What follows belongs to an exercise in optimizing a design on an open flow for small area, a short achievable clock period and few clock cycles; a production flow would make more cautious choices.
The RTL was checked by simulation tests, not by an equivalence proof against the original design.
Power and IR drop assume default switching activity.

==> flow/design.v (excerpt) <==
module infix_expression_evaluator_unit (
   input  logic                        clock,
   input  logic                        reset,
   input  logic                        req_tvalid,
   output logic                        req_tready,
   input  logic [7:0]                  req_tdata,
   input  logic                        req_tlast,
   output logic                        rsp_tvalid,
   input  logic                        rsp_tready,
   output logic signed [31:0]          rsp_tdata,
   output logic [1:0]                  rsp_tuser
);
Size: ~1900 cells after synthesis, roughly 170 flip-flops, ~49 I/O pins, roughly 16000 um2 of cells after synthesis.
Settings: LEC_CHECK=0, CAP_MARGIN=20, CORE_MARGIN=2, CORE_UTILIZATION=50, PLACE_DENSITY=0.8, SETUP_SLACK_MARGIN=5, SLEW_MARGIN=20; clock period 9.0 ns.
run.sh (not shown) runs the stock make flow with config.mk's settings and CLKGATE_MAP_FILE= SYNTH_SCRIPT=/design/flow/synth_recipe.tcl, a recipe that flattens the netlist after the stock synthesis.
Testbench counts at the start, summed over its fixed seeds: cycles 38,127.
Rerun with:
- CORE_UTILIZATION: 50 -> 40
- PLACE_DENSITY: 0.8 -> default
Setup slack loses 46 ps.
Non-clock buffer count decreases by 16.
Power decreases by 1.7%.

========
== v21 ==
infix_expression_evaluator_unit, a different RTL version from the one above (not shown whole).
Size in the first run: ~2100 cells after synthesis, ~180 flip-flops.
clock: 9.0 ns
lec_check: 0
cap_margin: 20
core_margin: 2
core_utilization: 40
setup_slack_margin: 4
slew_margin: 20
Testbench counts of v21, summed over its fixed seeds: cycles 40,047.
For v29, these inputs were changed with respect to v21:
diff --git a/flow/config.mk b/flow/config.mk
--- a/flow/config.mk
+++ b/flow/config.mk
@@ -10,2 +10,2 @@
-export CORE_UTILIZATION = 40
-export SETUP_SLACK_MARGIN = 4
+export CORE_UTILIZATION = 60
+export SETUP_SLACK_MARGIN = 5
==> comparison <==
- Per the comparison of v29 with v21, wire length on met1 increased 2.4%, total number of vias increased about 4.5%, post-route clock period utilization decreased 3.6 points, area of all placed cells without fillers increased about 7%, post-synthesis to final-layout area growth increased 8.0 points.
- Combinational share of power, v29 and v21: larger value in v29
- Looking at destination of the critical timing path, the acc_q[30] result is from v29; the acc_q[29] one comes from v21.

========
run A:
Another version of the RTL of infix_expression_evaluator_unit (not shown whole).
Size in the first run: about 2400 cells after synthesis, about 180 flip-flops, roughly 49 I/O pins, roughly 17000 µm² of cells after synthesis.
export LEC_CHECK = 0
export ABC_AREA = 1
export CAP_MARGIN = 20
export CORE_MARGIN = 2
export CORE_UTILIZATION = 35
export SETUP_SLACK_MARGIN = 4.5
export SLEW_MARGIN = 20
create_clock -name core_clock -period 9.0 [get_ports {clock}]
Testbench counts of run A, summed over its fixed seeds: cycles 38,127.
Setup changes, run A to run B
- CORE_UTILIZATION changed from 35 to 40
In the tables for run B and run A, end-of-flow core utilization reads lower with run A. Summary of run B over run A: latest clock arrival within the worst-skew pair ~0 delta, final non-filler cell total -80. Higher sum of met3 wire segment lengths after detailed routing goes to run B over run A. [compare] base=run A new=run B: worst slack at placement rose 0.32 ns; final setup slack of the worst path rose 0.048 ns; post-layout minimum cycle time fell 0.048 ns.
Here is what was changed in the inputs of run C compared with run B.
- SETUP_SLACK_MARGIN: 4.5 -> 5
Notes after the runs:
- pk_q[0] as the startpoint of the most critical setup path was reported by run B, and ip1_2_q by run C.
- Higher via count among run C and run B: run C
- Share of the clock period used by the worst path: run C lower than run B
- On power per cell area, run C and run B are neck and neck.
- Placed wire-length estimate: run C lower than run B
- Going from run B to run C, signed area change from the synthesized netlist to the final layout higher, slack of the critical path went up 0.099 ns, wire length of the first global-routing pass now sits higher, met3 global-route usage grew by 0.31 points.
- Worst setup slack after placement (lower): run B
- Run C | stages: all done | timing, DRC, antenna: all pass
- Comparing run C and run B, sequential fraction of total cell area is lower on run C.
- [run C] largest net degree at the start of global routing fell 3.0% relative to run B
[inputs] run D vs run C
- changing CORE_UTILIZATION from 40 to 50
- Non-clock buffer count in run D vs run C: down 0.66%
- Final cell area: run D below run C
- Run D reports a higher share of the core filled with cells than run C does.
- Looking at area added between synthesis and finish, run D sits 1.0 points below run C.
- | worst hold slack after final layout | higher: run C |
- Run C has lower setup slack than run D.
## Diff of input files: run E against run D
- putting GPL_ROUTABILITY_DRIVEN at 0 where nothing was set
- swapping 50 for 40 in CORE_UTILIZATION
Findings:
Run E finished end to end and its layout was clean on timing, DRC and antenna. Of run E and run D, run E shows the lower proportion of power drawn by the clock network, with run D above it. Across both runs, non-clock buffer share of cell area was higher for run E than for run D. Run D has a higher effective utilization at floorplan than run E. In run E the ratio of final minimum period to clock period turned out 0.60 points lower than in run D. Floorplan die area, run E vs run D: up by more than 10%. Actual transition at the worst max-transition pin was higher in run D than in run E. Run D → run E: leakage power figure held; post-layout instance area now sits higher. Looking at tightest slew margin relative to the limit, run E sits 3.8 points higher than run D does.
Setup changes, run E to run F
- SETUP_SLACK_MARGIN now 4.5, was 5
- GPL_TIMING_DRIVEN now 0, previously not set
- GPL_ROUTABILITY_DRIVEN no longer set, was 0
Per the final summary, run F finished and its layout is clean on timing, DRC and antenna. Run F vs run E: total power of the final layout up. Run F vs. run E: all-layer global routing usage went up by 5.8 points. Looking at critical-path cell with the highest stage delay, the sky130_fd_sc_hd__xnor2_1 result is from run F; the sky130_fd_sc_hd__fa_1 one comes from run E. Critical path depth in run F vs run E: down 14. Net load switching power grows by a few percent when moving from run E to run F.

========
Starting RTL as in the previous note.
Settings: LEC_CHECK=0, CAP_MARGIN=20, CORE_MARGIN=2, CORE_UTILIZATION=40, SETUP_SLACK_MARGIN=5, SLEW_MARGIN=20; clock period 9.0 ns.
Testbench counts at the start, summed over its fixed seeds: cycles 38,127.
Next try:
--- a/flow/config.mk
+++ b/flow/config.mk
@@ -6,7 +6,9 @@
 export NUM_CORES = 4
 export LEC_CHECK = 0
+export ABC_AREA = 1
 export CAP_MARGIN = 20
 export CORE_MARGIN = 2
 export CORE_UTILIZATION = 40
-export SETUP_SLACK_MARGIN = 5
+export PLACE_DENSITY_LB_ADDON = 0.1
+export SETUP_SLACK_MARGIN = 4.5
 export SLEW_MARGIN = 20
The new run completed with no timing, DRC or antenna violations.
Area after synthesis came out higher slightly.
Maximum frequency came out lower slightly.
Die area came out higher slightly.
Setup slack loses 0.039 ns.
Non-clock buffer count came out lower by 107.
Total power came out higher by about a fifth.
Next try:
--- a/flow/config.mk
+++ b/flow/config.mk
@@ -10,5 +10,4 @@
 export CORE_MARGIN = 2
 export CORE_UTILIZATION = 40
-export PLACE_DENSITY_LB_ADDON = 0.1
-export SETUP_SLACK_MARGIN = 4.5
+export SETUP_SLACK_MARGIN = 4.25
 export SLEW_MARGIN = 20
Result: The changed run passed the timing, DRC and antenna checks; synthesized area stays the same; core utilization went down by 0.45 points; first-iteration DRC count is higher by 8.6%; clock power went down by 4.2%; wire length fell by 5.1%; worst setup slack degrades by 0.035 ns; global-route usage fell by 1.5 points; cell count stays flat; clock skew decreases by 0.0044 ns.
Next try:
--- a/flow/config.mk
+++ b/flow/config.mk
@@ -10,4 +10,4 @@
 export CORE_MARGIN = 2
 export CORE_UTILIZATION = 40
-export SETUP_SLACK_MARGIN = 4.25
+export SETUP_SLACK_MARGIN = 4.75
 export SLEW_MARGIN = 20
Synthesized cell count stays the same.
First-iteration DRC count rose by 3.8%.
Setup slack gains 0.21 ns.
Power rose by 6.6%.
Next try:
--- a/flow/config.mk
+++ b/flow/config.mk
@@ -9,5 +9,5 @@
 export CAP_MARGIN = 20
 export CORE_MARGIN = 2
-export CORE_UTILIZATION = 40
-export SETUP_SLACK_MARGIN = 4.75
+export CORE_UTILIZATION = 50
+export SETUP_SLACK_MARGIN = 4.5
 export SLEW_MARGIN = 20
What happened: Final area falls by 4.3%; worst setup slack got worse by 0.22 ns; utilization increases by 9.4 points; total power falls by 5.0%; synthesized area does not change; register-to-register slack got worse by 0.15 ns; fmax shrinks by 5.1%; cell count came out lower by 4.0%.
Next try:
--- a/flow/config.mk
+++ b/flow/config.mk
@@ -9,5 +9,6 @@
 export CAP_MARGIN = 20
 export CORE_MARGIN = 2
-export CORE_UTILIZATION = 50
+export CORE_UTILIZATION = 40
+export GPL_ROUTABILITY_DRIVEN = 0
 export SETUP_SLACK_MARGIN = 4.5
 export SLEW_MARGIN = 20
Worst setup slack gains 0.14 ns.
Utilization fell by 11 points.
Maximum frequency climbs by 3.3%.
Via count is about the same.
Synthesized area is unchanged.
Die area goes up by 24%.
Worst hold slack loses 0.0066 ns.
Count of clock-buffer cells in the layout falls by 1.
Cell count grows by 2.9%.
Synthesized cell count does not change.

==> port drivers added, routing unchanged <==
The results above use ideal ports. As a check the final layouts listed here were re-extracted and re-timed, cells and wires unchanged.
Step 1 (the two cells are an assumption about what drives the block):
set clk [get_ports {clock}]
set_driving_cell -lib_cell sky130_fd_sc_hd__clkbuf_16 $clk
set_driving_cell -lib_cell sky130_fd_sc_hd__buf_2 [delete_from_list [all_inputs] $clk]
Step 2 adds t to the input delays and takes it off the output delays; t is the mean of the earliest and latest rising clock arrival at the registers after step 1. Input paths then give back, and output paths get back, about the clock's delay inside the block.
a / b / c = ideal / step 1 / step 2; a / b = the first two.
run | t, ns | setup slack, ns | latest minus earliest clock arrival (ns) | slew at the worst register clock pin (ns) | pins driven straight from the clock port
the first run of note 1 | 0.500 | 4.393 / 4.393 / 4.393 | 0.017 / 0.017 | 0.08 / 0.08 | 1
the second run of note 1 | 0.520 | 4.347 / 4.347 / 4.347 | 0.011 / 0.012 | 0.07 / 0.07 | 1
v21 | 0.522 | 4.253 / 4.253 / 4.253 | 0.014 / 0.013 | 0.08 / 0.08 | 1
v29 | 0.523 | 4.579 / 4.579 / 4.579 | 0.014 / 0.014 | 0.08 / 0.08 | 1
run A | 0.522 | 4.709 / 4.709 / 4.673 | 0.015 / 0.015 | 0.08 / 0.08 | 1
run B | 0.534 | 4.757 / 4.703 / 4.588 | 0.012 / 0.013 | 0.08 / 0.08 | 1
run C | 0.528 | 4.856 / 4.856 / 4.681 | 0.013 / 0.013 | 0.08 / 0.08 | 1
run D | 0.509 | 4.878 / 4.878 / 4.587 | 0.010 / 0.010 | 0.08 / 0.08 | 1
run E | 0.514 | 4.932 / 4.932 / 4.670 | 0.013 / 0.013 | 0.08 / 0.08 | 1
run F | 0.571 | 4.574 / 4.574 / 4.574 | 0.010 / 0.011 | 0.08 / 0.08 | 1
the first run of note 4 | 0.522 | 4.727 / 4.727 / 4.727 | 0.017 / 0.017 | 0.09 / 0.09 | 1
the second run of note 4 | 0.556 | 4.688 / 4.688 / 4.463 | 0.016 / 0.015 | 0.08 / 0.08 | 1
the third run of note 4 | 0.536 | 4.653 / 4.653 / 4.247 | 0.013 / 0.013 | 0.08 / 0.08 | 1
the fourth run of note 4 | 0.526 | 4.861 / 4.849 / 4.610 | 0.012 / 0.012 | 0.08 / 0.08 | 1
the fifth run of note 4 | 0.514 | 4.641 / 4.586 / 4.614 | 0.011 / 0.011 | 0.08 / 0.08 | 1
the sixth run of note 4 | 0.522 | 4.780 / 4.728 / 4.358 | 0.013 / 0.014 | 0.08 / 0.08 | 1
After both steps every run listed still meets setup and hold. For the sixth run of note 4, which loses most, drivers alone change the setup slack by -0.052 ns; drivers and shift together by -0.422 ns.
